This is an optimization exercise on Yosys and OpenROAD, whose aim is small area, a short achievable clock period and few clock cycles per item, not a production implementation.
RTL that was checked went through simulation tests only; none was proved equivalent to the original.
Only the layout flow was run in run 1; the RTL was not checked for function there.
Power and IR drop assume default switching activity.

File: config.mk
export PLATFORM = sky130hd
export DESIGN_NAME = assembly_source_tokenizer_top
export DESIGN_NICKNAME = assembly_source_tokenizer_top
export VERILOG_FILES = /design/flow/design.v
export SDC_FILE = /design/flow/constraint.sdc
export NUM_CORES = 4
export LEC_CHECK = 0
export CAP_MARGIN = 20
export CORE_MARGIN = 2
export CORE_UTILIZATION = 45
export CTS_BUF_LIST = sky130_fd_sc_hd__clkbuf_8
export PLACE_DENSITY = 0.65
export SETUP_SLACK_MARGIN = 5
export SLEW_MARGIN = 20
File: constraint.sdc
create_clock -name core_clock -period 8.0 [get_ports {clk_i}]
set_input_delay 1.6000 -clock core_clock [delete_from_list [all_inputs] [get_ports {clk_i}]]
set_output_delay 1.6000 -clock core_clock [all_outputs]
set_load 0.01 [all_outputs]
File: design.v
package ast_pkg;
  localparam logic [3:0] C_IDLE    = 4'd0;
  localparam logic [3:0] C_SECT    = 4'd1;
  localparam logic [3:0] C_REG     = 4'd2;
  localparam logic [3:0] C_LABEL   = 4'd3;
  localparam logic [3:0] C_WORD    = 4'd4;
  localparam logic [3:0] C_NUM     = 4'd5;
  localparam logic [3:0] C_EQW     = 4'd6;
  localparam logic [3:0] C_DASHW   = 4'd7;
  localparam logic [3:0] C_COMMENT = 4'd8;
  localparam logic [4:0] R_CODE   = 5'd0;
  localparam logic [4:0] R_DATA   = 5'd1;
  localparam logic [4:0] R_REG    = 5'd2;
  localparam logic [4:0] R_LABEL  = 5'd3;
  localparam logic [4:0] R_EQ     = 5'd4;
  localparam logic [4:0] R_QMARK  = 5'd5;
  localparam logic [4:0] R_VAR    = 5'd6;
  localparam logic [4:0] R_NAME   = 5'd16;
  localparam logic [4:0] R_INT    = 5'd17;
  localparam logic [4:0] R_END    = 5'd18;    
  localparam logic [1:0] F_NONE    = 2'd0;
  localparam logic [1:0] F_SECTION = 2'd1;
  localparam logic [1:0] F_EQUALS  = 2'd2;
  localparam logic [1:0] F_DASH    = 2'd3;
  localparam logic [4:0] X_OTHER  = 5'b00000;
  localparam logic [4:0] X_NL     = 5'b00100;
  localparam logic [4:0] X_SP     = 5'b00101;
  localparam logic [4:0] X_QM     = 5'b00110;
  localparam logic [4:0] X_US     = 5'b00111;    
  localparam logic [4:0] X_EQ     = 5'b01000;
  localparam logic [4:0] X_HASH   = 5'b01001;
  localparam logic [4:0] X_COLON  = 5'b01010;
  localparam logic [4:0] X_DOLLAR = 5'b01011;
  localparam logic [4:0] X_DIGIT  = 5'b01100;
  localparam logic [4:0] X_DASH   = 5'b01101;
  localparam logic [4:0] X_DOT    = 5'b01110;
  localparam logic [4:0] X_LETTER = 5'b01111;    
  localparam logic [4:0] X_E      = 5'b10000;
  localparam logic [4:0] X_X      = 5'b10001;
  localparam logic [4:0] X_I      = 5'b10010;
  localparam logic [4:0] X_T      = 5'b10011;
  localparam logic [4:0] X_A      = 5'b10100;
  localparam logic [4:0] X_D      = 5'b10101;
  localparam logic [4:0] X_S      = 5'b10110;
  localparam logic [4:0] X_U      = 5'b10111;
  localparam logic [4:0] X_B      = 5'b11000;
  localparam logic [4:0] X_M      = 5'b11001;
  localparam logic [4:0] X_O      = 5'b11010;
  localparam logic [4:0] X_V      = 5'b11011;
  localparam logic [4:0] X_N      = 5'b11100;
  localparam logic [4:0] X_F      = 5'b11101;
  localparam logic [4:0] X_L      = 5'b11110;
  localparam logic [4:0] X_C      = 5'b11111;
  function automatic logic [4:0] char_code(input logic [7:0] c);
    logic lower, upper, digit, l16, other_letter;
    logic [4:0] v;
    v     = c[4:0];
    lower = (c[7:5] == 3'b011) && (v != 5'd0) && (v <= 5'd26);
    upper = (c[7:5] == 3'b010) && (v != 5'd0) && (v <= 5'd26);
    digit = (c[7:4] == 4'b0011) && (c[3:0] <= 4'd9);
    l16   = (v == 5'd1) || (v == 5'd2) || (v == 5'd3) || (v == 5'd4) || (v == 5'd5) ||
            (v == 5'd6) || (v == 5'd9) || (v == 5'd12) || (v == 5'd13) || (v == 5'd14) ||
            (v == 5'd15) || (v == 5'd19) || (v == 5'd20) || (v == 5'd21) || (v == 5'd22) ||
            (v == 5'd24);
    other_letter = upper || (lower && !l16);
    char_code = ({5{c == 8'h0a}} & X_NL) | ({5{c == 8'h20}} & X_SP) |
                ({5{c == "?"}} & X_QM) | ({5{c == "_"}} & X_US) |
                ({5{c == "="}} & X_EQ) | ({5{c == "#"}} & X_HASH) |
                ({5{c == ":"}} & X_COLON) | ({5{c == "$"}} & X_DOLLAR) |
                ({5{c == "-"}} & X_DASH) | ({5{c == "."}} & X_DOT) |
                ({5{digit}} & X_DIGIT) | ({5{other_letter}} & X_LETTER) |
                ({5{lower && l16}} & {1'b1, letter_low(v)});
  endfunction
  function automatic logic [3:0] letter_low(input logic [4:0] v);
    case (v)
      5'd5:    letter_low = X_E[3:0];
      5'd24:   letter_low = X_X[3:0];
      5'd9:    letter_low = X_I[3:0];
      5'd20:   letter_low = X_T[3:0];
      5'd1:    letter_low = X_A[3:0];
      5'd4:    letter_low = X_D[3:0];
      5'd19:   letter_low = X_S[3:0];
      5'd21:   letter_low = X_U[3:0];
      5'd2:    letter_low = X_B[3:0];
      5'd13:   letter_low = X_M[3:0];
      5'd15:   letter_low = X_O[3:0];
      5'd22:   letter_low = X_V[3:0];
      5'd14:   letter_low = X_N[3:0];
      5'd6:    letter_low = X_F[3:0];
      5'd12:   letter_low = X_L[3:0];
      default: letter_low = X_C[3:0];
    endcase
  endfunction
  function automatic logic is_alpha(input logic [4:0] x);
    is_alpha = x[4] || (x == X_LETTER);
  endfunction
  localparam logic [4:0] W_NAME = R_NAME;
  localparam logic [4:0] W_VAR  = R_VAR;
  localparam logic [4:0] W_EXIT = 5'd7;
  localparam logic [4:0] W_ADD  = 5'd8;
  localparam logic [4:0] W_SUB  = 5'd9;
  localparam logic [4:0] W_MOV  = 5'd10;
  localparam logic [4:0] W_ENUM = 5'd11;
  localparam logic [4:0] W_IF   = 5'd12;
  localparam logic [4:0] W_IN   = 5'd13;
  localparam logic [4:0] W_ELSE = 5'd14;
  localparam logic [4:0] W_END  = 5'd15;
  localparam logic [4:0] W_E    = 5'd0;
  localparam logic [4:0] W_EX   = 5'd1;
  localparam logic [4:0] W_EXI  = 5'd2;
  localparam logic [4:0] W_A    = 5'd3;
  localparam logic [4:0] W_AD   = 5'd4;
  localparam logic [4:0] W_S    = 5'd5;
  localparam logic [4:0] W_SU   = 5'd17;
  localparam logic [4:0] W_M    = 5'd18;
  localparam logic [4:0] W_MO   = 5'd19;
  localparam logic [4:0] W_EN   = 5'd20;
  localparam logic [4:0] W_ENU  = 5'd21;
  localparam logic [4:0] W_I    = 5'd22;
  localparam logic [4:0] W_EL   = 5'd23;
  localparam logic [4:0] W_ELS  = 5'd24;
  localparam logic [4:0] S_CODE = R_CODE;
  localparam logic [4:0] S_DATA = R_DATA;
  localparam logic [4:0] S_BAD  = 5'd2;
  localparam logic [4:0] S_H    = 5'd3;    
  localparam logic [4:0] S_C    = 5'd4;
  localparam logic [4:0] S_CO   = 5'd5;
  localparam logic [4:0] S_COD  = 5'd6;
  localparam logic [4:0] S_D    = 5'd7;
  localparam logic [4:0] S_DA   = 5'd8;
  localparam logic [4:0] S_DAT  = 5'd9;
  function automatic logic [4:0] word_first(input logic [4:0] c);
    case (c)
      X_DOT:   word_first = W_VAR;
      X_E:     word_first = W_E;
      X_A:     word_first = W_A;
      X_S:     word_first = W_S;
      X_M:     word_first = W_M;
      X_I:     word_first = W_I;
      default: word_first = W_NAME;
    endcase
  endfunction
  function automatic logic [4:0] word_next(input logic [4:0] n, input logic [4:0] c);
    word_next = W_NAME;
    case (n)
      W_VAR:  word_next = W_VAR;
      W_E:    if (c == X_X) word_next = W_EX; else if (c == X_N) word_next = W_EN;
              else if (c == X_L) word_next = W_EL;
      W_EX:   if (c == X_I) word_next = W_EXI;
      W_EXI:  if (c == X_T) word_next = W_EXIT;
      W_A:    if (c == X_D) word_next = W_AD;
      W_AD:   if (c == X_D) word_next = W_ADD;
      W_S:    if (c == X_U) word_next = W_SU;
      W_SU:   if (c == X_B) word_next = W_SUB;
      W_M:    if (c == X_O) word_next = W_MO;
      W_MO:   if (c == X_V) word_next = W_MOV;
      W_EN:   if (c == X_U) word_next = W_ENU; else if (c == X_D) word_next = W_END;
      W_ENU:  if (c == X_M) word_next = W_ENUM;
      W_I:    if (c == X_F) word_next = W_IF; else if (c == X_N) word_next = W_IN;
      W_EL:   if (c == X_S) word_next = W_ELS;
      W_ELS:  if (c == X_E) word_next = W_ELSE;
      default: word_next = W_NAME;
    endcase
  endfunction
  function automatic logic [4:0] sect_next(input logic [4:0] n, input logic [4:0] c);
    sect_next = S_BAD;
    case (n)
      S_H:   if (c == X_C) sect_next = S_C; else if (c == X_D) sect_next = S_D;
      S_C:   if (c == X_O) sect_next = S_CO;
      S_CO:  if (c == X_D) sect_next = S_COD;
      S_COD: if (c == X_E) sect_next = S_CODE;
      S_D:   if (c == X_A) sect_next = S_DA;
      S_DA:  if (c == X_T) sect_next = S_DAT;
      S_DAT: if (c == X_A) sect_next = S_DATA;
      default: sect_next = S_BAD;
    endcase
  endfunction
  function automatic logic [6:0] tok_code(input logic [3:0] m, input logic [4:0] n);
    case (m)
      C_SECT:  tok_code = ((n == S_CODE) || (n == S_DATA)) ? {n, F_NONE} : {R_END, F_SECTION};
      C_REG:   tok_code = {R_REG, F_NONE};
      C_LABEL: tok_code = {R_LABEL, F_NONE};
      C_WORD:  tok_code = ((n >= W_VAR) && (n <= W_NAME)) ? {n, F_NONE} : {R_NAME, F_NONE};
      C_NUM:   tok_code = {R_INT, F_NONE};
      C_EQW:   tok_code = {R_END, F_EQUALS};
      default: tok_code = {R_END, F_DASH};
    endcase
  endfunction
  function automatic logic [15:0] sat_inc16(input logic [15:0] v);
    sat_inc16 = (v == 16'hffff) ? v : v + 16'd1;
  endfunction
endpackage
module ast_in_buf (
  input  logic       clk_i,
  input  logic       rst_ni,
  input  logic       in_valid_i,
  output logic       in_ready_o,
  input  logic [8:0] in_data_i,
  output logic       hv_o,
  output logic [5:0] item_o,
  input  logic       cons_i
);
  logic [5:0] d0_q, d1_q, enc;
  logic       v0_q, v1_q;
  logic       take;
  assign enc = {ast_pkg::char_code(in_data_i[8:1]), in_data_i[0]};
  assign in_ready_o = !v1_q;
  assign take       = in_valid_i && !v1_q;
  assign hv_o       = v0_q;
  assign item_o     = d0_q;
  always_ff @(posedge clk_i or negedge rst_ni) begin
    if (!rst_ni) begin
      v0_q <= 1'b0;
      v1_q <= 1'b0;
    end else begin
      if (cons_i || !v0_q) v0_q <= v1_q || take;
      v1_q <= v1_q ? !cons_i : (take && v0_q && !cons_i);
    end
  end
  always_ff @(posedge clk_i) begin
    if (cons_i || !v0_q) d0_q <= v1_q ? d1_q : enc;
    if (!v1_q) d1_q <= enc;
  end
endmodule
module ast_lexer (
  input  logic        clk_i,
  input  logic        rst_ni,
  input  logic        hv_i,        
  input  logic [5:0]  item_i,      
  output logic        cons_o,      
  output logic        out_valid_o,
  input  logic        out_ready_i,
  output logic [71:0] out_data_o
);
  logic [3:0]  cls_q, cls_d;
  logic [4:0]  node_q, node_d;
  logic [1:0]  fault_q, fault_d;
  logic        halted_q, halted_d;
  logic        pend_q;
  logic        pl_q, pl_d;            
  logic [15:0] offset_q, col_q, col_base;
  logic [15:0] line_q, line_base;
  logic        nlp_q, nlp_d;          
  logic        rsp_q, rsp_d;          
  logic [15:0] start_q, start_d, len_q, len_set, ocol_q, ocol_d;
  logic        len_ld, len_grow, len_sat, take;
  logic        final_q, final_d;
  logic [4:0]  c;
  logic        last, nl;
  logic        sp_nl, alpha, digit, wbody, nbody, tstart, qm, sigil;
  logic        is_tok, body_ok, cons, newres, tload, upd;
  logic [15:0] offset_cur, col_cur;
  logic        sig_first;
  logic [3:0]  ocls;
  logic [4:0]  onode, gnode;
  logic [6:0]  ccode;
  assign c    = item_i[5:1];
  assign last = item_i[0];
  assign nl   = (c == ast_pkg::X_NL);
  assign sp_nl  = (c == ast_pkg::X_SP) || nl;
  assign alpha  = ast_pkg::is_alpha(c);
  assign digit  = (c == ast_pkg::X_DIGIT);
  assign wbody  = alpha || (c == ast_pkg::X_US) || (c == ast_pkg::X_DOT);
  assign nbody  = digit || (c == ast_pkg::X_DOT);
  assign qm     = (c == ast_pkg::X_QM);
  assign sigil  = (c == ast_pkg::X_DOLLAR) || (c == ast_pkg::X_COLON);
  assign tstart = c[4] || (c[4:3] == 2'b01);
  assign is_tok = (cls_q == ast_pkg::C_SECT) || (cls_q == ast_pkg::C_REG) ||
                  (cls_q == ast_pkg::C_LABEL) || (cls_q == ast_pkg::C_WORD) ||
                  (cls_q == ast_pkg::C_NUM);
  always_comb begin
    case (cls_q)
      ast_pkg::C_SECT, ast_pkg::C_REG, ast_pkg::C_LABEL: body_ok = !sp_nl;
      ast_pkg::C_WORD: body_ok = wbody;
      ast_pkg::C_NUM:  body_ok = nbody;
      default:         body_ok = 1'b0;
    endcase
  end
  assign offset_cur = rsp_q ? 16'd0 : offset_q;
  assign col_cur    = rsp_q ? 16'd1 : col_q;
  assign sig_first  = ((cls_q == ast_pkg::C_REG) || (cls_q == ast_pkg::C_LABEL)) && (len_q == '0);
  assign len_sat    = (&len_q[15:1]) && (len_q[0] ||
                       (cls_q == ast_pkg::C_REG) || (cls_q == ast_pkg::C_LABEL));
  always_comb begin
    onode = ast_pkg::word_first(c);
    if (c == ast_pkg::X_HASH) begin
      ocls  = ast_pkg::C_SECT;
      onode = ast_pkg::S_H;
    end else if (c == ast_pkg::X_DOLLAR) ocls = ast_pkg::C_REG;
    else if (c == ast_pkg::X_COLON) ocls = ast_pkg::C_LABEL;
    else if (c == ast_pkg::X_EQ) ocls = ast_pkg::C_EQW;
    else if (c == ast_pkg::X_DASH) ocls = ast_pkg::C_DASHW;
    else if (digit) ocls = ast_pkg::C_NUM;
    else ocls = ast_pkg::C_WORD;
  end
  assign gnode = (cls_q == ast_pkg::C_SECT) ? ast_pkg::sect_next(node_q, c)
                                            : ast_pkg::word_next(node_q, c);
  assign ccode = ast_pkg::tok_code(cls_q, node_q);
  always_comb begin
    cls_d    = cls_q;
    node_d   = node_q;
    fault_d  = fault_q;
    halted_d = halted_q;
    pl_d     = 1'b0;
    nlp_d    = nlp_q;
    rsp_d    = rsp_q;
    start_d  = start_q;
    len_ld   = 1'b0;
    len_set  = 16'd0;
    len_grow = 1'b0;
    ocol_d   = ocol_q;
    final_d  = final_q;
    cons     = 1'b0;
    newres   = 1'b0;
    tload    = 1'b0;
    if (sig_first) start_d = offset_q;
    if (pl_q) begin
      newres   = 1'b1;
      node_d   = ccode[6:2];
      fault_d  = ccode[1:0];
      final_d  = 1'b1;
      halted_d = (ccode[1:0] != ast_pkg::F_NONE);
      cls_d    = ast_pkg::C_IDLE;
    end else if (hv_i) begin
      if (halted_q) begin
        cons = 1'b1;
      end else if (is_tok) begin
        if (body_ok) begin
          cons   = 1'b1;
          len_grow = 1'b1;
          node_d = gnode;
          pl_d   = last;
        end else begin
          newres   = 1'b1;
          node_d   = ccode[6:2];
          fault_d  = ccode[1:0];
          halted_d = (ccode[1:0] != ast_pkg::F_NONE);
          cls_d    = ast_pkg::C_IDLE;
          cons     = halted_d || !(tstart || qm);
          final_d  = last && cons;
        end
      end else if (cls_q == ast_pkg::C_EQW) begin
        cons    = 1'b1;
        newres  = 1'b1;
        cls_d   = ast_pkg::C_IDLE;
        final_d = last;
        node_d  = (c == ast_pkg::X_EQ) ? ast_pkg::R_EQ : ast_pkg::R_END;
        if (c == ast_pkg::X_EQ) begin
          fault_d = ast_pkg::F_NONE;
          len_ld  = 1'b1;
          len_set = 16'd2;
        end else begin
          fault_d  = ast_pkg::F_EQUALS;
          halted_d = 1'b1;
        end
      end else if ((cls_q == ast_pkg::C_DASHW) && (c != ast_pkg::X_DASH)) begin
        cons     = 1'b1;
        newres   = 1'b1;
        cls_d    = ast_pkg::C_IDLE;
        final_d  = last;
        node_d   = ast_pkg::R_END;
        fault_d  = ast_pkg::F_DASH;
        halted_d = 1'b1;
      end else begin
        cons = 1'b1;
        if (cls_q == ast_pkg::C_DASHW) begin
          cls_d = ast_pkg::C_COMMENT;
        end else if (cls_q == ast_pkg::C_COMMENT) begin
          if (nl) cls_d = ast_pkg::C_IDLE;
        end else if (tstart) begin
          tload   = 1'b1;
          cls_d   = ocls;
          node_d  = onode;
          start_d = offset_cur;
          len_ld  = 1'b1;
          len_set = {15'd0, !sigil};
          ocol_d  = col_cur;
          pl_d    = last;
        end else if (qm) begin
          tload   = 1'b1;
          newres  = 1'b1;
          node_d  = ast_pkg::R_QMARK;
          fault_d = ast_pkg::F_NONE;
          start_d = offset_cur;
          len_ld  = 1'b1;
          len_set = 16'd1;
          ocol_d  = col_cur;
          final_d = last;
        end
        if (last && !newres && !pl_d) begin
          tload   = 1'b1;
          newres  = 1'b1;
          node_d  = ast_pkg::R_END;
          fault_d = ast_pkg::F_NONE;
          start_d = offset_cur;
          len_ld  = 1'b1;
          len_set = 16'd0;
          ocol_d  = col_cur;
          final_d = 1'b1;
        end
      end
      if (cons && !halted_q) begin
        nlp_d  = nl;
        rsp_d  = last;
        if (last && !pl_d) cls_d = ast_pkg::C_IDLE;
      end
    end
  end
  assign upd    = pl_q || (hv_i && (!pend_q || halted_q || out_ready_i));
  assign cons_o = upd && cons;
  always_ff @(posedge clk_i or negedge rst_ni) begin
    if (!rst_ni) begin
      cls_q    <= ast_pkg::C_IDLE;
      halted_q <= 1'b0;
      pend_q   <= 1'b0;
      pl_q     <= 1'b0;
      nlp_q    <= 1'b0;
      rsp_q    <= 1'b1;
    end else begin
      pend_q <= (upd && newres) || (pend_q && !out_ready_i);
      if (upd) begin
        cls_q    <= cls_d;
        halted_q <= halted_d;
        pl_q     <= pl_d;
        nlp_q    <= nlp_d;
        rsp_q    <= rsp_d;
      end
    end
  end
  always_ff @(posedge clk_i) begin
    if (upd) begin
      node_q  <= node_d;
      fault_q <= fault_d;
      start_q <= start_d;
      ocol_q  <= ocol_d;
      final_q <= final_d;
    end
  end
  assign take     = upd && cons && !halted_q;
  assign col_base = (rsp_q || (take && nl)) ? 16'd1 : col_q;
  assign line_base = (take && rsp_q) ? 16'd1 : line_q;
  always_ff @(posedge clk_i) begin
    offset_q <= offset_cur + {15'd0, take};
    col_q    <= col_base + {15'd0, take && !nl && (col_base != 16'hffff)};
    line_q   <= line_base + {15'd0, take && !rsp_q && nlp_q && (line_q != 16'hffff)};
    len_q    <= (upd && len_ld) ? len_set : len_q + {15'd0, upd && len_grow && !len_sat};
  end
  assign out_valid_o = pend_q;
  assign out_data_o  = {node_q, fault_q, start_q, len_q, line_q, ocol_q, final_q};
endmodule
module assembly_source_tokenizer_top (
  input  logic               clk_i,
  input  logic               rst_ni,
  input  logic               in_valid_i,
  output logic               in_ready_o,
  input  logic [8:0]         in_data_i,    
  output logic               out_valid_o,
  input  logic               out_ready_i,
  output logic [71:0]        out_data_o    
);
  logic       hv, cons;
  logic [5:0] item;
  ast_in_buf u_buf (
    .clk_i      (clk_i),
    .rst_ni     (rst_ni),
    .in_valid_i (in_valid_i),
    .in_ready_o (in_ready_o),
    .in_data_i  (in_data_i),
    .hv_o       (hv),
    .item_o     (item),
    .cons_i     (cons)
  );
  ast_lexer u_lexer (
    .clk_i       (clk_i),
    .rst_ni      (rst_ni),
    .hv_i        (hv),
    .item_i      (item),
    .cons_o      (cons),
    .out_valid_o (out_valid_o),
    .out_ready_i (out_ready_i),
    .out_data_o  (out_data_o)
  );
endmodule
File: flow/run.sh
#!/bin/bash
# ORFS layout as the standard flow, with single-strength port buffers.
set -euo pipefail
W=$(pwd)
export BUFFER_PORTS_ARGS="-buffer_cell sky130_fd_sc_hd__buf_1"
make -C "$FLOW_HOME" DESIGN_CONFIG="$FLOW_CONFIG" WORK_HOME="$W/orfs" CLKGATE_MAP_FILE= \
  SYNTH_SCRIPT="$W/synth_recipe.tcl" CAP_MARGIN=20 CORE_MARGIN=2 CORE_UTILIZATION=45 \
  PLACE_DENSITY=0.65 SLEW_MARGIN=20 SETUP_SLACK_MARGIN=5 finish > "$W/make.log" 2>&1
: # left out here: write the final layout as DEF
File: standard.sh
#!/bin/bash
# synth_recipe.tcl (not shown) runs the flow's synth.tcl, then flattens the netlist and writes it again
# the make line also repeats each setting of config.mk as NAME=value (left out here)
make -C /OpenROAD-flow-scripts/flow DESIGN_CONFIG=/design/flow/config.mk WORK_HOME=/design/flow/orfs CLKGATE_MAP_FILE= SYNTH_SCRIPT=/design/flow/synth_recipe.tcl "${@:-finish}"
==> metrics.csv, run 1 <==
metric,value,unit
start_kind,input pin,
dp_hpwl,13500,um
dp_slack,3.84,ns
startpoint,out_ready_i,
hp-class,reg2reg,
clock_path_buffers,2,
ctsHoldBuffers,0,
power.total,0.00237,W
gp_congestion,0.950,
drtAntennaViolNets,0,
clockRootBuffer,clkbuf_8,
grt_pass1_vias,6418,
antenna_found_initial,0,
drt_iter0_drc,616,
area_delta_synth_final,20.2,%
antennaDiodeCount,0,
yosysWarnings,2,
setup.worst_path.class,in2reg,
cts_buffers,17,
cts_tree,yes,
finalSetupViolCount,0,
reg2reg_depth,14,
drive_gt1_share,17.2,%
fp.dieH,134,um
synth_top_cell_area_share,18.4,%
rows,47,
multi_input_area,4610,um^2
via_per_inst,5.87,
coreArea,16600,um^2
max_slew_margin,49.5,%
synthArstFlopShare,8.66,%
p_leak,3.36,nW
grt_max_degree,44,
drv_slew,0,
syn_avg_cell_area,8.78,um^2
ios,87,
nFillCells,1552,
synth_seq_cells,127,
ff2ff_setup_slack,4.98,ns
setup_ws,4.82,ns
ys.flop_type,dfxtp_1,
clock-sinks,127,
cp_max_fo,6,
outcome,finished clean,
rr_endpoint,u_lexer.offset_q[12]$_DFF_P_,
power_density,258,nW/um^2
syn_area,7630,um^2
hold_viol_final,0,
syn-num-nets,899,
ir_worst_vdd,176,uV
drc,0,
mostFrequentLayoutCells,"nor2_1, buf_1, dfxtp_1, nand2_1, buf_4",
final_core_util,55.3,%
ys_types,81,
port_buffers,86,
fin_nets,1006,
final_common_cell,nor2_1,
path_clk_slew,0.09,ns
r2r_start,u_lexer.node_q[1]$_DFFE_PP_,
endpoint_kind,flip-flop,
seq_area,3070,um^2
grt_usage,22.4,%
final.setup.tns,0,ns
skew,0.0197,ns
min_period,3.18,ns
ys_seq_area_share,40.1,%
insertion_delay,0.46,ns
htreeDepth,4,
vias,7093,
tightest_slew,0.757,ns
critPathCapture,u_lexer.line_q[12]$_DFF_P_,
maxCapViolCount,0,
rsz0062_at_grt,yes,
die_x,134,um
synthTopCellsByArea,"dfxtp_1, edfxtp_1, nor2_1, xor2_1, dfrtp_1",
initial_core_util,46.0,%
fin_crit_sh,39.7,%
required,8.40,ns
grt_pass1_wl,32800,um
die_area,18000,um^2
wirelength,20500,um
synth-edff-count,46,
synth_area_leader_cell,dfxtp_1,
grt-ovfl-total,0,
fmax,315,MHz
postSynthCellCount,869,
drt_pass1_iterations,5,
cp_data_arrival_time,3.58,ns
wl_per_cell,17.0,um
==> registers in the layout, summed over array words and instances, names as in the netlist, 2 cells and up <==
signal,flops
u_lexer.col_q,16
u_lexer.len_q,16
u_lexer.line_q,16
u_lexer.ocol_q,16
u_lexer.offset_q,16
u_lexer.start_q,16
u_buf.d0_q,6
u_buf.d1_q,6
u_lexer.node_q,5
u_lexer.cls_q,4
u_lexer.fault_q,2
==> how the worst min path moves through the flow <==
stage,slack [ns],end,from,depth (start not counted)
floorplan,0.42,u_buf.d1_q[5]$_DFF_P_,u_buf.d1_q[5]$_DFF_P_,2
global placement,0.44,u_buf.d1_q[5]$_DFF_P_,u_buf.d1_q[5]$_DFF_P_,2
detailed placement,0.44,u_buf.d1_q[5]$_DFF_P_,u_buf.d1_q[5]$_DFF_P_,2
CTS,0.48,u_buf.d1_q[0]$_DFF_P_,u_buf.d1_q[0]$_DFF_P_,1
global route,0.49,u_buf.d1_q[2]$_DFF_P_,u_buf.d1_q[2]$_DFF_P_,1
finish,0.48,u_buf.d1_q[0]$_DFF_P_,u_buf.d1_q[0]$_DFF_P_,1
==> worst max-delay path: stages <==
cell	delay, ns
buf_8	0.07
nor2b_4	0.04
or3_4	0.36
a211oi_4	0.28
or2_4	0.18
ha_4	0.14
ha_4	0.13
nand2_1	0.05
or2_4	0.28
or3_1	0.31
a21oi_1	0.12
==> Yosys cell counts (all sizes together) (19+ instances only) <==
cell type  instances
dfxtp             70
inv               19
nand4             24
xnor2             20
nand2             65
clkbuf            33
a21oi             29
nand3             42
nand2b            21
edfxtp            46
nor3              33
xor2              37
o21ai             34
nor2              99
nor2b             39
==> per-stage QoR <==
step | cells | hold slack, ns | cell area [um^2]
finish | 1209 | 0.477 | 9180
floorplan | 869 | 0.417 | 7790
global placement | 1125 | 0.440 | 8150
CTS | 1190 | 0.479 | 8910
global route | 1209 | 0.488 | 9180
detailed placement | 1125 | 0.442 | 8150
==> metal layers <==
layer	global-route usage, %	routed length [um]	vias to the layer above
met2	35.3	9580	291
met4	6.73	341	0
met3	4.95	1270	43
met1	30.9	9340	3340
met5	0	0	-
li1	-	-	3419
==> final cells by class <==
type                    instances  area share (%)
multi-input cells             672            50.3
flip-flops and latches        127            33.4
repair buffers                139            8.26
well taps                     220            3.00
clock buffers                  17            2.55
clock inverters                15            1.64
inverters                      19           0.845
==> cell families (layout without fill, tap and decap cells) <==
kind of cell | after synthesis | after routing | share of synthesized area (%)
simple gates | 404 | 404 | 27.9
fa+ha+maj | 17 | 17 | 2.79
mux | 11 | 11 | 1.49
flops | 127 | 127 | 40.1
compound gates | 183 | 183 | 17.2
buf+inv | 70 | 190 | 3.95
xor+xnor | 57 | 57 | 6.54
==> where the power goes <==
group	internal, W	switching [W]
Combinational	0.000351	0.000525
Clock	0.000256	0.000285
Sequential	0.000812	0.000136
==> timing repair <==
item                                    4_1_cts  5_1_grt
pin swaps                                    12       24
hold endpoints to repair                      0        0
resized for setup                            33       31
buffers inserted                             33       19
endpoints found under the setup margin      104       42
==> inputs of run 2 (changes only) <==
--- a/design.v
+++ b/design.v
@@ -238,8 +238,8 @@
   logic        halted_q, halted_d;
   logic        pend_q;
   logic        pl_q, pl_d;            
-  logic [15:0] offset_q, col_q, col_base;
-  logic [15:0] line_q, line_base;
+  logic [15:0] offset_q, col_q;
+  logic [15:0] line_q;
   logic        nlp_q, nlp_d;          
   logic        rsp_q, rsp_d;          
   logic [15:0] start_q, start_d, len_q, len_set, ocol_q, ocol_d;
@@ -436,14 +436,26 @@
       final_q <= final_d;
     end
   end
-  assign take     = upd && cons && !halted_q;
-  assign col_base = (rsp_q || (take && nl)) ? 16'd1 : col_q;
-  assign line_base = (take && rsp_q) ? 16'd1 : line_q;
+  function automatic logic [15:0] carry_mask(input logic [15:0] v);
+    carry_mask[0] = 1'b1;
+    for (int i = 1; i < 16; i++) carry_mask[i] = carry_mask[i-1] && v[i-1];
+  endfunction
+  logic        col_flip, line_flip, col_sat, line_sat;
+  logic [15:0] offset_m, col_m, line_m, len_m;
+  assign take      = upd && cons && !halted_q;
+  assign offset_m  = carry_mask(offset_cur);
+  assign col_m     = carry_mask(col_cur);
+  assign line_m    = carry_mask(line_q);
+  assign len_m     = carry_mask(len_q);
+  assign col_sat   = (col_cur == 16'hffff);
+  assign line_sat  = (line_q == 16'hffff);
+  assign col_flip  = !nl && !col_sat;
+  assign line_flip = !rsp_q && nlp_q && !line_sat;
   always_ff @(posedge clk_i) begin
-    offset_q <= offset_cur + {15'd0, take};
-    col_q    <= col_base + {15'd0, take && !nl && (col_base != 16'hffff)};
-    line_q   <= line_base + {15'd0, take && !rsp_q && nlp_q && (line_q != 16'hffff)};
-    len_q    <= (upd && len_ld) ? len_set : len_q + {15'd0, upd && len_grow && !len_sat};
+    offset_q <= offset_cur ^ ({16{take}} & offset_m);
+    col_q    <= (take && nl) ? 16'd1 : (col_cur ^ ({16{take && col_flip}} & col_m));
+    line_q   <= (take && rsp_q) ? 16'd1 : (line_q ^ ({16{take && line_flip}} & line_m));
+    len_q    <= (upd && len_ld) ? len_set : (len_q ^ ({16{len_grow && !len_sat}} & len_m));
   end
   assign out_valid_o = pend_q;
   assign out_data_o  = {node_q, fault_q, start_q, len_q, line_q, ocol_q, final_q};
==> flow/run.sh (replaced) <==
#!/bin/bash
# ORFS layout as the standard flow (same synthesis script and settings), with
# single-strength port buffers and the timing-repair target read from margin.txt.
set -euo pipefail
W=$(pwd)
M=$(cat "$W/flow/margin.txt")
export BUFFER_PORTS_ARGS="-buffer_cell sky130_fd_sc_hd__buf_1"
make -C "$FLOW_HOME" DESIGN_CONFIG="$FLOW_CONFIG" WORK_HOME="$W/orfs" CLKGATE_MAP_FILE= \
  SYNTH_SCRIPT="$W/synth_recipe.tcl" CAP_MARGIN=20 CORE_MARGIN=2 CORE_UTILIZATION=45 \
  PLACE_DENSITY=0.65 SLEW_MARGIN=20 SETUP_SLACK_MARGIN="$M" finish > "$W/make.log" 2>&1
: # left out here: write the final layout as DEF
==> flow/margin.txt (new file) <==
5.25
==> run 2 against run 1 <==
Fmax rose by 11%; total power up 36%; largest power group is now combinational cells; worst hold slack worse by 0.0057 ns; routed wire length increased by 7.8%; still clean on timing, DRC and antenna; clock power increased by 15%; global-route usage is 1.7 points higher; critical path depth fell by 2; final cell count is 4.4% higher; sequential cell count did not move; core utilization is 0.85 points higher.
==> metrics.csv, run 2 <==
metric,value,unit,change
clkPwrFrac,19.5,%,-3.4 points
p_leak,3.34,nW,-0.74%
synth-edff-count,46,,unchanged
stdcell_area,9580,um^2,+4.4%
ios,87,,unchanged
fp.dieH,135,um,+0.83%
postSynthCellCount,911,,+4.8%
critPathMostFrequentCell,a21oi_4,,
rr_endpoint,u_lexer.col_q[0]$_SDFF_PP1_,,
wirelength,22100,um,+7.8%
startpoint,out_ready_i,,
antenna_found_initial,0,,unchanged
fin_crit_sh,36.0,%,-3.8 points
holdPathEnd,u_buf.d1_q[5]$_DFF_P_,,
holdPathStages,2,,+1
grt_max_degree,35,,-20%
synth_top_cell_area_share,18.1,%,-0.31 points
htreeDepth,4,,unchanged
p_comb_share,46.2,%,+9.2 points
maxCapViolCount,0,,unchanged
mostFrequentLayoutCells,"nor2_1, buf_1, nand2_1, dfxtp_1, buf_4",,
min_period,2.88,ns,-0.302 ns
ir_worst_vdd,161,uV,-8.3%
syn_area,7760,um^2,+1.7%
syn-num-nets,937,,+4.2%
path_delay_family,simple AND/OR/NAND/NOR gates,,
ctsHoldBuffers,0,,unchanged
synth.top_cells.by_count,"nor2_1, dfxtp_1, nand2_1",,
clock_path_buffers,2,,unchanged
p_switching,0.00139,W,+47%
grt_pass1_wl,35400,um,+7.9%
rsz0062_at_grt,yes,,
ys_types,77,,-4.9%
critical_path.max_stage_delay,0.40,ns,+0.04 ns
drt_iter0_drc,745,,+21%
antennaDiodeCount,0,,unchanged
power_density,335,nW/um^2,+30%
coreArea,17100,um^2,+2.9%
yosysWarnings,2,,unchanged
grt-ovfl-total,0,,unchanged
power.total,0.00321,W,+36%
final_common_cell,nor2_1,,
initial_core_util,45.5,%,-0.51 points
synthTopCellsByArea,"dfxtp_1, edfxtp_1, nor2_1, a21oi_1, o21ai_0",,
r2r_start,u_lexer.node_q[4]$_DFFE_PP_,,
fin_nets,1050,,+4.4%
drive_gt1_share,19.6,%,+2.4 points
path_cells,buf_6 -> or3b_4 -> a21oi_4 -> nor3_4 -> o211ai_1 -> buf_4 -> a21oi_4 -> ha_4 -> or2_4,,
tightest_slew,0.952,ns,+0.195 ns
wl_per_cell,17.5,um,+3.3%
ff2ff_setup_slack,5.23,ns,+0.25 ns
die_area,18300,um^2,+1.7%
dp_hpwl,14300,um,+5.5%
cts_buffers,17,,unchanged
post_dp_cell_area,8340,um^2,+2.3%
yosysMostFrequentCell,nor2_1,,
skew,0.0164,ns,-0.00332 ns
rows,48,,+2.1%
syn_avg_cell_area,8.52,um^2,-3.0%
final.setup.tns,0,ns,unchanged
required,8.34,ns,-0.06 ns
clockRootBuffer,clkbuf_8,,
cts_tree,yes,,
grt_pass1_vias,6878,,+7.2%
ys.flop_type,dfxtp_1,,
synthArstFlopShare,8.66,%,unchanged
insertion_delay,0.45,ns,about the same
grt_usage,24.1,%,+1.7 points
drt_pass1_iterations,5,,unchanged
start_kind,input pin,,
area_delta_synth_final,23.5,%,
critPathBufInv,2,,+1
outcome,finished clean,,
hold_viol_final,0,,unchanged
endpoint_kind,flip-flop,,
die_x,135,um,+0.83%
path_clk_slew,0.08,ns,about the same
synth_area_leader_cell,dfxtp_1,,
synth_seq_cells,127,,unchanged
finalSetupViolCount,0,,unchanged
setup.worst_path.class,in2reg,,
port_buffers,86,,unchanged
hp-class,reg2reg,,
fmax,348,MHz,+11%
drtAntennaViolNets,0,,unchanged
intPower,0.00183,W,+29%
gp_congestion,0.935,,-1.5%
slowest_stage,or3b_4,,
via_per_inst,6.03,,+2.7%
vias,7607,,+7.2%
drc,0,,unchanged
p_seq_share,34.3,%,-5.8 points
hold_start,u_buf.d1_q[5]$_DFF_P_,,
reg2reg_depth,8,,-6
ys_seq_area_share,39.4,%,-0.68 points
clock-sinks,127,,unchanged
cp_max_fo,4,,-2
drv_slew,0,,unchanged
max_slew_margin,35.6,%,-14 points
swShare,43.2,%,+3.2 points
cp_data_arrival_time,3.22,ns,-0.36 ns
-- run 2: changes by cell type in the layout (fill, tap and decap cells not counted), moves of 8 or more --
cell,before,now
o21ai_0,29,41
nand3_1,40,24
xor2_1,37,12
or3_1,5,16
nor2b_1,34,21
and3_1,13,5
a21oi_1,29,47
-- run 2: cells by family (layout without fill, tap and decap cells) --
| logic type | after synthesis | after routing | synth area share [%] |
|---|---|---|---|
| AOI/OAI and AO/OA | 255 | 256 | 22.6 |
| DFF | 127 | 127 | 39.4 |
| and+or+nand+nor | 392 | 392 | 26.8 |
| muxes | 8 | 8 | 1.08 |
| buffers and inverters | 81 | 206 | 4.05 |
| xor gates and xnor gates | 35 | 35 | 3.95 |
| adders and majority gates | 13 | 13 | 2.10 |
-- run 2: final cells by class --
type | instances | area [um^2]
multi-input cells | 704 | 4780
repair buffers | 150 | 882
well taps | 225 | 282
clock buffers | 17 | 234
flip-flops and latches | 127 | 3070
inverters | 24 | 120
fillers | 1621 | 7470
clock inverters | 15 | 210
-- run 2: worst max path at each step --
stage / to / slack, ns / cells past startpoint
3_5_place_dp: u_buf.d0_q[2]$_DFFE_PP_ / 4.19 / 9
4_1_cts: u_lexer.line_q[1]$_SDFF_PP0_ / 5.15 / 11
6_report: u_lexer.col_q[0]$_SDFF_PP1_ / 5.12 / 9
3_3_place_gp: u_buf.d0_q[4]$_DFFE_PP_ / 4.30 / 9
5_1_grt: u_buf.d0_q[2]$_DFFE_PP_ / 5.09 / 9
2_1_floorplan: u_lexer.col_q[0]$_SDFF_PP1_ / 4.76 / 8
-- run 2: metal layers --
metal,share of wire [%],track usage [%],wire [um],up-vias
li1,-,-,-,3646
met1,47,35.0,10400,3607
met2,44,35.6,9720,311
met3,7.1,5.72,1580,43
met4,2.0,7.12,447,0
met5,0,0,0,-
-- run 2: power groups by stage --
| stage | Sequential, W | Clock (W) | Combinational (W) |
|---|---|---|---|
| global placement | 0.00118 | 0 | 0.00113 |
| detailed placement | 0.00117 | 0 | 0.00113 |
| global route | 0.00113 | 0.000668 | 0.00161 |
| CTS | 0.00110 | 0.000632 | 0.00134 |
| floorplan | 0.00106 | 0 | 0.000900 |
| finish | 0.00110 | 0.000626 | 0.00148 |
-- run 2: worst reg2reg max path, cell delays in order, from the launching register on --
cell and delay, ns:
edfxtp_1 0.47, or4_1 0.60, a211oi_2 0.47, nand2_4 0.22, o211ai_1 0.21, buf_4 0.18
a21oi_4 0.05, ha_4 0.27, or2_4 0.21
-- run 2: timing repair --
action                                 CTS  global route
setup endpoints to repair              116           100
gates cloned                             1             0
endpoints found under the hold margin    0             0
buffers inserted                        42            18
gates resized for setup                 44            42
pin swaps                               16            22
-- run 2: per-stage QoR --
stage                     setup WS [ns]  hold WS, ns  utilization, %  cells
after floorplan                    4.76        0.435               -    911
after global placement             4.30        0.459            48.9   1169
after detailed placement           4.19        0.466            48.9   1169
after CTS                          5.15        0.466            54.3   1244
after global routing               5.09        0.493            56.2   1262
final                              5.12        0.471            56.2   1262
Testbench counts of run 2, summed over its fixed seeds: cycles 45,176, bytes 43,768.
==> inputs of run 3 (changes only) <==
==> flow/run.sh (replaced) <==
#!/bin/bash
# ORFS layout as the standard flow, with single-strength port buffers.
set -euo pipefail
W=$(pwd)
export BUFFER_PORTS_ARGS="-buffer_cell sky130_fd_sc_hd__buf_1"
make -C "$FLOW_HOME" DESIGN_CONFIG="$FLOW_CONFIG" WORK_HOME="$W/orfs" CLKGATE_MAP_FILE= \
  SYNTH_SCRIPT="$W/synth_recipe.tcl" CAP_MARGIN=20 CORE_MARGIN=2 CORE_UTILIZATION=45 \
  PLACE_DENSITY=0.65 SLEW_MARGIN=20 SETUP_SLACK_MARGIN=5 finish > "$W/make.log" 2>&1
: # left out here: write the final layout as DEF
removed: flow/margin.txt
==> run 3 against run 2 <==
Sequential power up 4%; clock skew shrank 0.0038 ns; area after synthesis stayed put.
==> metrics.csv, run 3 <==
metric,value,unit,change
outcome,finished clean,,
fin_crit_sh,37.2,%,+1.3 points
endpoint_kind,flip-flop,,
power.total,0.00297,W,-7.7%
synth_top_cell_area_share,18.1,%,unchanged
swShare,44.1,%,+0.90 points
grt_max_degree,48,,+37%
synth_seq_cells,127,,unchanged
p_seq_share,38.3,%,+4.0 points
drive_gt1_share,12.6,%,-7.0 points
setup.worst_path.class,in2reg,,
hold_viol_final,0,,unchanged
ys.flop_type,dfxtp_1,,
finalSetupViolCount,0,,unchanged
drv_slew,0,,unchanged
syn_area,7760,um^2,unchanged
grt_usage,23.5,%,-0.59 points
via_per_inst,6.12,,+1.5%
final.setup.tns,0,ns,unchanged
grt_pass1_wl,34700,um,-1.9%
gp_congestion,0.961,,+2.8%
area_delta_synth_final,16.1,%,
mostFrequentLayoutCells,"nor2_1, buf_1, dfxtp_1, nand2_1, a21oi_1",,
cts_tree,yes,,
tightest_slew,0.990,ns,+0.0380 ns
ys_seq_area_share,39.4,%,unchanged
clock-sinks,127,,unchanged
rsz0062_at_grt,yes,,
yosysWarnings,2,,unchanged
synth_area_leader_cell,dfxtp_1,,
skew,0.0125,ns,-0.00382 ns
coreArea,17100,um^2,unchanged
ys_types,77,,unchanged
cts_buffers,17,,unchanged
initial_core_util,45.5,%,unchanged
power_density,329,nW/um^2,-1.8%
drt_pass1_iterations,5,,unchanged
syn-num-nets,937,,unchanged
wl_per_cell,17.5,um,-0.39%
yosysMostFrequentCell,nor2_1,,
synth-edff-count,46,,unchanged
drt_iter0_drc,585,,-21%
hp-class,reg2reg,,
die_area,18300,um^2,unchanged
dp_hpwl,14400,um,+0.56%
postSynthCellCount,911,,unchanged
fp.dieH,135,um,unchanged
rows,48,,unchanged
min_period,2.98,ns,+0.103 ns
p_comb_share,44.2,%,-2.0 points
start_kind,input pin,,
p_switching,0.00131,W,-5.8%
ctsHoldBuffers,0,,unchanged
drc,0,,unchanged
synthTopCellsByArea,"dfxtp_1, edfxtp_1, nor2_1, a21oi_1, o21ai_0",,
synthArstFlopShare,8.66,%,unchanged
grt-ovfl-total,0,,unchanged
p_leak,3.12,nW,-6.6%
whs,0.483,ns,+0.0115 ns
clkPwrFrac,17.5,%,-2.0 points
max_slew_margin,33.4,%,-2.2 points
syn_avg_cell_area,8.52,um^2,unchanged
maxCapViolCount,0,,unchanged
antenna_found_initial,0,,unchanged
wirelength,21600,um,-2.5%
ir_worst_vdd,234,uV,+45%
fmax,336,MHz,-3.5%
clock_path_buffers,2,,unchanged
cp_max_fo,5,,+1
insertion_delay,0.45,ns,about the same
required,8.34,ns,about the same
stdcell_area,9010,um^2,-6.0%
ios,87,,unchanged
die_x,135,um,unchanged
post_dp_cell_area,8270,um^2,-0.84%
grt_pass1_vias,6772,,-1.5%
final_common_cell,nor2_1,,
antennaDiodeCount,0,,unchanged
path_clk_slew,0.07,ns,about the same
synth.top_cells.by_count,"nor2_1, dfxtp_1, nand2_1",,
port_buffers,86,,unchanged
vias,7554,,-0.70%
cp_data_arrival_time,3.32,ns,+0.10 ns
htreeDepth,4,,unchanged
drtAntennaViolNets,0,,unchanged
clockRootBuffer,clkbuf_8,,
intPower,0.00166,W,-9.2%
fin_nets,1023,,-2.6%
==> run 3: changes by cell type in the layout (fill, tap and decap cells not counted), sizes merged <==
cell / delta
clkbuf: -1
bufinv: -2
inv: -3
clkdlybuf4s15: +1
buf: -27
clkinv: +6
clkinvlp: -1
==> run 3: path summary, 6_finish.rpt <==
kind                                        startpoint                           end  depth (start not counted)  slack (ns)
setup reg to reg           u_lexer.node_q[1]$_DFFE_PP_   u_lexer.col_q[0]$_SDFF_PP1_                          8        5.09
max in group asynchronous                       rst_ni  u_lexer.cls_q[2]$_DFFE_PN0P_                          1        6.29
min in group asynchronous                       rst_ni  u_lexer.cls_q[1]$_DFFE_PN0P_                          1        1.19
setup / recovery                           out_ready_i   u_lexer.col_q[0]$_SDFF_PP1_                          9        5.02
hold reg to reg                  u_buf.d1_q[3]$_DFF_P_         u_buf.d1_q[3]$_DFF_P_                          1        0.48
hold / removal                   u_buf.d1_q[3]$_DFF_P_         u_buf.d1_q[3]$_DFF_P_                          1        0.48
==> run 3: repair_timing <==
action	4_1_cts	5_1_grt
resized for setup	17	15
gates cloned	1	1
setup endpoints to repair	67	82
buffers inserted	17	15
pin swaps	2	8
==> run 3: critical path: stages <==
cell	delay, ns
buf_1	0.08
or3b_4	0.39
a21oi_4	0.26
nor3_4	0.09
o211ai_1	0.15
buf_4	0.19
a21oi_2	0.04
ha_2	0.30
or2_4	0.22
==> run 3: power by group through the flow <==
stage               clock network, W  registers [W]  logic (W)
floorplan                          0        0.00106   0.000890
global placement                   0        0.00119    0.00110
detailed placement                 0        0.00119    0.00110
CTS                         0.000528        0.00113    0.00123
global route                0.000556        0.00117    0.00143
finish                      0.000519        0.00114    0.00131
==> run 3: routing by layer <==
layer | up-vias | GRT usage (%) | part of all wire, %
met4 | 0 | 8.10 | 1.8
met2 | 363 | 34.2 | 44
met1 | 3557 | 34.4 | 46
met3 | 39 | 5.20 | 8.0
li1 | 3595 | - | -
met5 | - | 0 | 0
==> run 3: logic make-up (layout without fill, tap and decap cells) <==
| logic type | Yosys count | after routing | synth area share, % |
|---|---|---|---|
| and+or+nand+nor | 392 | 392 | 26.8 |
| AOI/OAI and AO/OA | 255 | 256 | 22.6 |
| DFF | 127 | 127 | 39.4 |
| buffers and inverters | 81 | 179 | 4.05 |
| xor gates and xnor gates | 35 | 35 | 3.95 |
| adders and majority gates | 13 | 13 | 2.10 |
| muxes | 8 | 8 | 1.08 |
==> run 3: layout make-up <==
| type | instances | area (um^2) |
|---|---|---|
| Clock buffer | 17 | 234 |
| Clock inverter | 15 | 130 |
| Fill cell | 1647 | 8050 |
| Inverter | 24 | 114 |
| Multi-Input combinational cell | 704 | 4570 |
| Sequential cell | 127 | 3060 |
| Tap cell | 225 | 282 |
| Timing Repair Buffer | 123 | 613 |
==> run 3: per-stage QoR <==
step | std cells | util [%] | worst slack (ns)
floorplan | 911 | - | 4.76
global placement | 1169 | 48.5 | 4.31
detailed placement | 1169 | 48.5 | 4.21
CTS | 1219 | 51.7 | 4.97
global route | 1235 | 52.8 | 4.98
finish | 1235 | 52.8 | 5.02
==> inputs of run 4 (changes only) <==
==> flow/run.sh (replaced) <==
#!/bin/bash
# ORFS layout as the standard flow, with single-strength port buffers.
set -euo pipefail
W=$(pwd)
export BUFFER_PORTS_ARGS="-buffer_cell sky130_fd_sc_hd__buf_1"
make -C "$FLOW_HOME" DESIGN_CONFIG="$FLOW_CONFIG" WORK_HOME="$W/orfs" CLKGATE_MAP_FILE= \
  SYNTH_SCRIPT="$W/synth_recipe.tcl" CAP_MARGIN=20 CORE_MARGIN=2 CORE_UTILIZATION=70 \
  PLACE_DENSITY=0.9 SLEW_MARGIN=20 SETUP_SLACK_MARGIN=5 finish > "$W/make.log" 2>&1
: # left out here: write the final layout as DEF
--- a/config.mk
+++ b/config.mk
@@ -7,8 +7,8 @@
 export LEC_CHECK = 0
 export CAP_MARGIN = 20
 export CORE_MARGIN = 2
-export CORE_UTILIZATION = 45
+export CORE_UTILIZATION = 70
 export CTS_BUF_LIST = sky130_fd_sc_hd__clkbuf_8
-export PLACE_DENSITY = 0.65
+export PLACE_DENSITY = 0.9
 export SETUP_SLACK_MARGIN = 5
 export SLEW_MARGIN = 20
==> run 4 against run 3 <==
Still clean on timing, DRC and antenna; clock power up 3%; die area down 35%; synthesized cell count unchanged; sequential power about the same; clock skew about the same; global-route usage up 14 points; sequential share of layout area up 0.56 points; critical path type is now reg2out; largest cell class unchanged.
==> metrics.csv, run 4 <==
metric,value,unit,change
synth_seq_cells,127,,unchanged
start_kind,flip-flop,,
synthTopCellsByArea,"dfxtp_1, edfxtp_1, nor2_1, a21oi_1, o21ai_0",,
vias,7919,,+4.8%
drive_gt1_share,11.9,%,-0.64 points
p_seq_share,37.9,%,-0.4 points
power_density,340,nW/um^2,+3.4%
critical_path.max_stage_delay,0.47,ns,+0.08 ns
yosysMostFrequentCell,nor2_1,,
outcome,finished clean,,
syn_area,7760,um^2,unchanged
via_per_inst,6.96,,+14%
holdPathStages,1,,unchanged
ctsHoldBuffers,0,,unchanged
p_leak,3.07,nW,-1.5%
area_delta_synth_final,14.0,%,
drv_slew,0,,unchanged
htreeDepth,4,,unchanged
final_common_cell,nor2_1,,
hold_viol_final,0,,unchanged
ys.flop_type,dfxtp_1,,
grt_usage,37.0,%,+14 points
grt_pass1_vias,7117,,+5.1%
antennaDiodeCount,0,,unchanged
die_x,109,um,-19%
fin_crit_sh,37.2,%,-0.068 points
reg2reg_depth,6,,-2
antenna_found_initial,0,,unchanged
synth-edff-count,46,,unchanged
swShare,45.7,%,+1.6 points
port_buffers,86,,unchanged
dp_hpwl,14100,um,-1.8%
syn_avg_cell_area,8.52,um^2,unchanged
wirelength,22400,um,+4.0%
finalSetupViolCount,0,,unchanged
final_cells,1137,,-7.9%
drt_iter0_drc,1149,,+96%
ys_seq_area_share,39.4,%,unchanged
p_switching,0.00138,W,+5.3%
p_comb_share,44.3,%,about the same
drtAntennaViolNets,0,,unchanged
drc,0,,unchanged
tightest_slew,1.10,ns,+0.106 ns
syn-num-nets,937,,unchanged
endpoint_kind,output pin,,
insertion_delay,0.46,ns,about the same
cts_tree,yes,,
cp_max_fo,7,,+2
setup.worst_path.class,reg2out,,
wl_per_cell,19.7,um,+13%
synth_area_leader_cell,dfxtp_1,,
ir_worst_vdd,243,uV,+3.8%
path_clk_slew,0.07,ns,about the same
fmax,336,MHz,+0.18%
coreArea,10800,um^2,-36%
max_slew_margin,25.9,%,-7.5 points
clkPwrFrac,17.8,%,+0.3 points
final.setup.tns,0,ns,unchanged
drt_pass1_iterations,8,,+3
rows,38,,-21%
fin_nets,1010,,-1.3%
hp-class,reg2reg,,
fp.dieH,109,um,-19%
ys_types,77,,unchanged
min_period,2.97,ns,-0.00542 ns
final_core_util,81.6,%,+29 points
die_area,11900,um^2,-35%
path_cells,inv_1 -> buf_1,,
ios,87,,unchanged
yosysWarnings,2,,unchanged
grt_pass1_wl,35000,um,+0.70%
cts_buffers,17,,unchanged
mostFrequentLayoutCells,"nor2_1, buf_1, dfxtp_1, nand2_1, a21oi_1",,
maxCapViolCount,0,,unchanged
cp_data_arrival_time,1.37,ns,-1.95 ns
clock-sinks,127,,unchanged
grt_max_degree,48,,unchanged
initial_core_util,71.6,%,+26 points
slowest_stage,dfrtp_1,,
rsz0062_at_grt,yes,,
grt-ovfl-total,0,,unchanged
clockRootBuffer,clkbuf_8,,
synthArstFlopShare,8.66,%,unchanged
skew,0.0122,ns,-0.000316 ns
gp_congestion,1.02,,+6.1%
synth_top_cell_area_share,18.1,%,unchanged
placed_cells,1082,,-7.4%
required,6.40,ns,-1.94 ns
intPower,0.00164,W,-1.4%
clock_path_buffers,2,,unchanged
postSynthCellCount,911,,unchanged
synth.top_cells.by_count,"nor2_1, dfxtp_1, nand2_1",,
==> run 4: power by group through the flow <==
stage	clock network, W	logic (W)	registers, W
finish	0.000537	0.00133	0.00114
global route	0.000555	0.00144	0.00116
CTS	0.000532	0.00122	0.00113
detailed placement	0	0.00108	0.00119
global placement	0	0.00105	0.00119
floorplan	0	0.000890	0.00106
==> run 4: layout make-up <==
type	count	area [um^2]
clock buffers	17	234
clock inverters	15	136
fillers	674	1990
inverters	24	114
multi-input cells	703	4590
flip-flops and latches	127	3060
well taps	140	175
repair buffers	111	543
==> run 4: logic make-up after synthesis <==
family / after synthesis / share of synthesized area, %
AO/OA/AOI/OAI: 255 / 22.6
XOR/XNOR: 35 / 3.95
adder cells (fa/ha/maj): 13 / 2.10
buffers and inverters: 81 / 4.05
flip-flops: 127 / 39.4
multiplexers: 8 / 1.08
AND/OR/NAND/NOR: 392 / 26.8
==> run 4: worst paths after layout <==
path	start	to	slack (ns)
worst max-delay path	u_buf.v1_q$_DFF_PN0_	in_ready_o	5.03
worst min-delay path	u_buf.d1_q[0]$_DFF_P_	u_buf.d1_q[0]$_DFF_P_	0.48
worst max register to register	u_lexer.rsp_q$_DFFE_PN1P_	u_lexer.col_q[14]$_SDFF_PP0_	5.05
worst min register to register	u_buf.d1_q[0]$_DFF_P_	u_buf.d1_q[0]$_DFF_P_	0.48
max in group asynchronous	rst_ni	u_lexer.cls_q[2]$_DFFE_PN0P_	6.38
min in group asynchronous	rst_ni	u_lexer.cls_q[0]$_DFFE_PN0P_	1.15
==> run 4: worst max-delay path: cells and delay by family, from the launching register on <==
family	cells	cell delay (ns)
buffers and inverters	2	0.46
DFF	1	0.47
==> run 4: routing by layer <==
metal	routed length, um	part of all wire [%]	up-vias	global-route usage, %
li1	-	-	3571	-
met1	9140	41	3656	50.3
met2	10000	45	582	58.0
met3	2390	11	110	9.19
met4	895	4.0	0	12.7
met5	0	0	-	0
==> run 4: repair_timing <==
item | CTS | global route
setup endpoints to repair | 91 | 75
pin swaps | 3 | 3
gates resized for setup | 19 | 20
buffers inserted | 19 | 4
==> run 4: through the flow <==
step	total power, W	instance area, um^2	hold WS [ns]	worst slack, ns
finish	0.00301	8850	0.484	5.03
floorplan	0.00195	7890	0.435	4.76
global route	0.00315	8850	0.499	4.91
CTS	0.00289	8720	0.480	5.02
global placement	0.00224	8150	0.451	4.33
detailed placement	0.00227	8150	0.462	4.22
==> inputs of run 5 (changes only) <==
==> flow/run.sh (replaced) <==
#!/bin/bash
# ORFS layout as the standard flow, with single-strength port buffers.
set -euo pipefail
W=$(pwd)
export BUFFER_PORTS_ARGS="-buffer_cell sky130_fd_sc_hd__buf_1"
make -C "$FLOW_HOME" DESIGN_CONFIG="$FLOW_CONFIG" WORK_HOME="$W/orfs" CLKGATE_MAP_FILE= \
  SYNTH_SCRIPT="$W/synth_recipe.tcl" CAP_MARGIN=5 CORE_MARGIN=2 CORE_UTILIZATION=60 \
  PLACE_DENSITY=0.8 SLEW_MARGIN=5 SETUP_SLACK_MARGIN=5 finish > "$W/make.log" 2>&1
: # left out here: write the final layout as DEF
--- a/config.mk
+++ b/config.mk
@@ -5,10 +5,10 @@
 export SDC_FILE = /design/flow/constraint.sdc
 export NUM_CORES = 4
 export LEC_CHECK = 0
-export CAP_MARGIN = 20
+export CAP_MARGIN = 5
 export CORE_MARGIN = 2
-export CORE_UTILIZATION = 70
+export CORE_UTILIZATION = 60
 export CTS_BUF_LIST = sky130_fd_sc_hd__clkbuf_8
-export PLACE_DENSITY = 0.9
+export PLACE_DENSITY = 0.8
 export SETUP_SLACK_MARGIN = 5
-export SLEW_MARGIN = 20
+export SLEW_MARGIN = 5
==> run 5 against run 4 <==
Largest cell class unchanged; setup slack improved by 0.0079 ns; synthesized cell count did not move; clock-buffer cell count rose by 2; register-to-register slack improved by 0.08 ns; fmax rose by 0.27%; combinational power fell by 4%.
==> metrics.csv, run 5 <==
metric,value,unit,change
drt_iter0_drc,786,,-32%
reg2reg_depth,7,,+1
cts_tree,yes,,
rr_endpoint,u_lexer.col_q[0]$_SDFF_PP1_,,
yosysMostFrequentCell,nor2_1,,
skew,0.0104,ns,-0.00184 ns
nFillCells,1069,,+59%
holdPathStages,2,,+1
fp.dieH,118,um,+7.7%
clockRootBuffer,clkbuf_8,,
hold_start,u_buf.d1_q[5]$_DFF_P_,,
initial_core_util,61.5,%,-10 points
maxCapViolCount,0,,unchanged
p_leak,3.07,nW,about the same
stdcell_area,8840,um^2,about the same
fin_crit_sh,37.1,%,-0.099 points
cp_data_arrival_time,3.27,ns,+1.90 ns
endpoint_kind,flip-flop,,
rows,41,,+7.9%
wl_per_cell,17.5,um,-12%
synth_seq_cells,127,,unchanged
postSynthCellCount,911,,unchanged
gp_congestion,0.959,,-5.9%
finalSetupViolCount,0,,unchanged
port_buffers,86,,unchanged
drt_pass1_iterations,5,,-3
synth_area_leader_cell,dfxtp_1,,
synthArstFlopShare,8.66,%,unchanged
dp_slack,4.19,ns,-0.0281 ns
grt_pass1_wl,33300,um,-4.6%
ios,87,,unchanged
grt_usage,29.3,%,-7.7 points
via_per_inst,6.46,,-7.3%
dp_hpwl,13600,um,-3.7%
yosysWarnings,2,,unchanged
synth_top_cell_area_share,18.1,%,unchanged
holdPathEnd,u_buf.d1_q[5]$_DFF_P_,,
ys.flop_type,dfxtp_1,,
syn_avg_cell_area,8.52,um^2,unchanged
max_slew_margin,25.8,%,-0.063 points
grt_pass1_vias,6689,,-6.0%
required,8.30,ns,+1.90 ns
drc,0,,unchanged
grt_max_degree,48,,unchanged
hold_viol_final,0,,unchanged
syn-num-nets,937,,unchanged
post_dp_cell_area,8190,um^2,+0.49%
drv_slew,0,,unchanged
final_common_cell,nor2_1,,
ys_seq_area_share,39.4,%,unchanged
drtAntennaViolNets,0,,unchanged
rsz0062_at_grt,yes,,
outcome,finished clean,,
die_area,13900,um^2,+16%
r2r_start,u_lexer.node_q[2]$_DFFE_PP_,,
setup_ws,5.03,ns,+0.00791 ns
htreeDepth,4,,unchanged
ir_worst_vdd,213,uV,-12%
coreArea,12600,um^2,+16%
path_clk_slew,0.07,ns,about the same
drive_gt1_share,11.5,%,-0.39 points
clock_path_buffers,2,,unchanged
mostFrequentLayoutCells,"nor2_1, buf_1, dfxtp_1, nand2_1, a21oi_1",,
antennaDiodeCount,0,,unchanged
final_core_util,70.1,%,-12 points
wirelength,20400,um,-9.1%
cts_buffers,17,,unchanged
power_density,335,nW/um^2,-1.6%
antenna_found_initial,0,,unchanged
area_delta_synth_final,13.9,%,about the same
start_kind,input pin,,
whs,0.463,ns,-0.0207 ns
synthTopCellsByArea,"dfxtp_1, edfxtp_1, nor2_1, a21oi_1, o21ai_0",,
clock-sinks,127,,unchanged
grt-ovfl-total,0,,unchanged
setup.worst_path.class,in2reg,,
ys_types,77,,unchanged
cp_max_fo,7,,unchanged
insertion_delay,0.46,ns,about the same
die_x,118,um,+7.7%
fmax,337,MHz,+0.27%
vias,7541,,-4.8%
final.setup.tns,0,ns,unchanged
synth.top_cells.by_count,"nor2_1, dfxtp_1, nand2_1",,
syn_area,7760,um^2,unchanged
hp-class,reg2reg,,
ff2ff_setup_slack,5.13,ns,+0.08 ns
synth-edff-count,46,,unchanged
min_period,2.97,ns,-0.00791 ns
fin_nets,1009,,-0.099%
tightest_slew,1.10,ns,+0.00622 ns
[run 5: cell types whose count changed in the layout (fill, tap and decap cells not counted), sizes merged]
cell,previous run,this run
buf,109,108
bufinv,1,2
clkbuf,18,20
clkdlybuf4s15,1,0
clkinv,4,6
clkinvlp,5,2
inv,29,27
o21ai,55,56
[run 5: final cells by class]
| cell class | instances | area (um^2) | share of cell area (%) |
|---|---|---|---|
| clock buffer | 19 | 262 | 2.96 |
| clock inverter | 13 | 120 | 1.36 |
| inverter | 24 | 114 | 1.29 |
| multi-input combinational | 704 | 4560 | 51.5 |
| sequential | 127 | 3070 | 34.7 |
| tap | 172 | 215 | 2.43 |
| timing repair buffer | 109 | 508 | 5.74 |
[run 5: metrics by stage]
step / total power (W) / instances
3_3_place_gp: 0.00226 / 1114
5_1_grt: 0.00314 / 1168
4_1_cts: 0.00289 / 1162
3_5_place_dp: 0.00227 / 1114
2_1_floorplan: 0.00195 / 911
6_report: 0.00296 / 1168
[run 5: report_power, final]
group | total [W] | internal [W] | switching, W
registers | 0.00114 | 0.000887 | 0.000249
clock network | 0.000540 | 0.000288 | 0.000252
logic | 0.00128 | 0.000490 | 0.000794
total | 0.00296 | 0.00166 | 0.00130
[run 5: cell families after synthesis]
| logic type | share of synthesized area [%] |
|---|---|
| xor+xnor | 3.95 |
| fa+ha+maj | 2.10 |
| compound gates | 22.6 |
| simple gates | 26.8 |
| mux | 1.08 |
| flops | 39.4 |
| buf+inv | 4.05 |
[run 5: worst max path at each step]
stage | from | endpoint | depth (start not counted)
2_1_floorplan | out_ready_i | u_lexer.col_q[0]$_SDFF_PP1_ | 8
3_3_place_gp | u_lexer.node_q[4]$_DFFE_PP_ | u_lexer.line_q[7]$_SDFF_PP0_ | 7
3_5_place_dp | u_lexer.node_q[1]$_DFFE_PP_ | u_lexer.line_q[7]$_SDFF_PP0_ | 7
4_1_cts | in_data_i[1] | u_buf.d0_q[1]$_DFFE_PP_ | 9
5_1_grt | in_data_i[1] | u_buf.d0_q[3]$_DFFE_PP_ | 8
6_report | in_data_i[1] | u_buf.d0_q[1]$_DFFE_PP_ | 8
[run 5: timing repair]
action | in CTS | in global routing
endpoints found under the setup margin | 82 | 80
cloned | 1 | 0
setup buffers | 15 | 6
hold buffers | 0 | 0
pin swaps | 3 | 4
resized for setup | 14 | 19
[run 5: metal layers]
layer  global-route usage (%)  vias up  part of all wire [%]  routed length [um]
met5                        0        -                     0                   0
met2                     42.0      409                    43                8830
met1                     42.2     3522                    44                9070
met3                     7.41       54                   9.7                1970
met4                     12.0        0                   2.6                 537
li1                         -     3556                     -                   -
[run 5: worst max-delay path, cell delays in order]
cell and delay [ns]:
buf_4 0.15, ha_2 0.23, or3_1 0.40, a221oi_2 0.26, a21oi_1 0.08, o21ai_2 0.23
o21ai_1 0.10, a2bb2oi_1 0.21

==> static timing again, ports no longer ideal <==
How much do the figures lean on ideal ports? The routed layouts below were timed once more, with nothing changed but the port constraints.
Step 1: set_driving_cell puts a clkbuf_16 on clk_i and a buf_2 on each other input, an assumption about the parent block.
Step 2 moves the port delays by t, midway between the first and last clock arrival at a register: inputs arrive t later, outputs are due t later. That takes back most of the time a late clock gives input paths.
Three values: ideal, step 1, step 2; two values: the first two.
run | shift t [ns] | slack for setup (ns) | worst slew at a driven data input, ns
run 1 | 0.483 | 4.821 / 4.788 / 4.305 | 0.07
run 2 | 0.483 | 5.123 / 5.103 / 4.620 | 0.08
run 3 | 0.482 | 5.020 / 5.018 / 4.536 | 0.05
run 4 | 0.491 | 5.026 / 4.990 / 4.548 | 0.05
run 5 | 0.491 | 5.034 / 5.043 / 4.552 | 0.05
After both steps setup and hold are still met in every run listed. The setup slack of run 1, which loses most, moves by -0.033 ns with the drivers and by -0.516 ns with both steps.
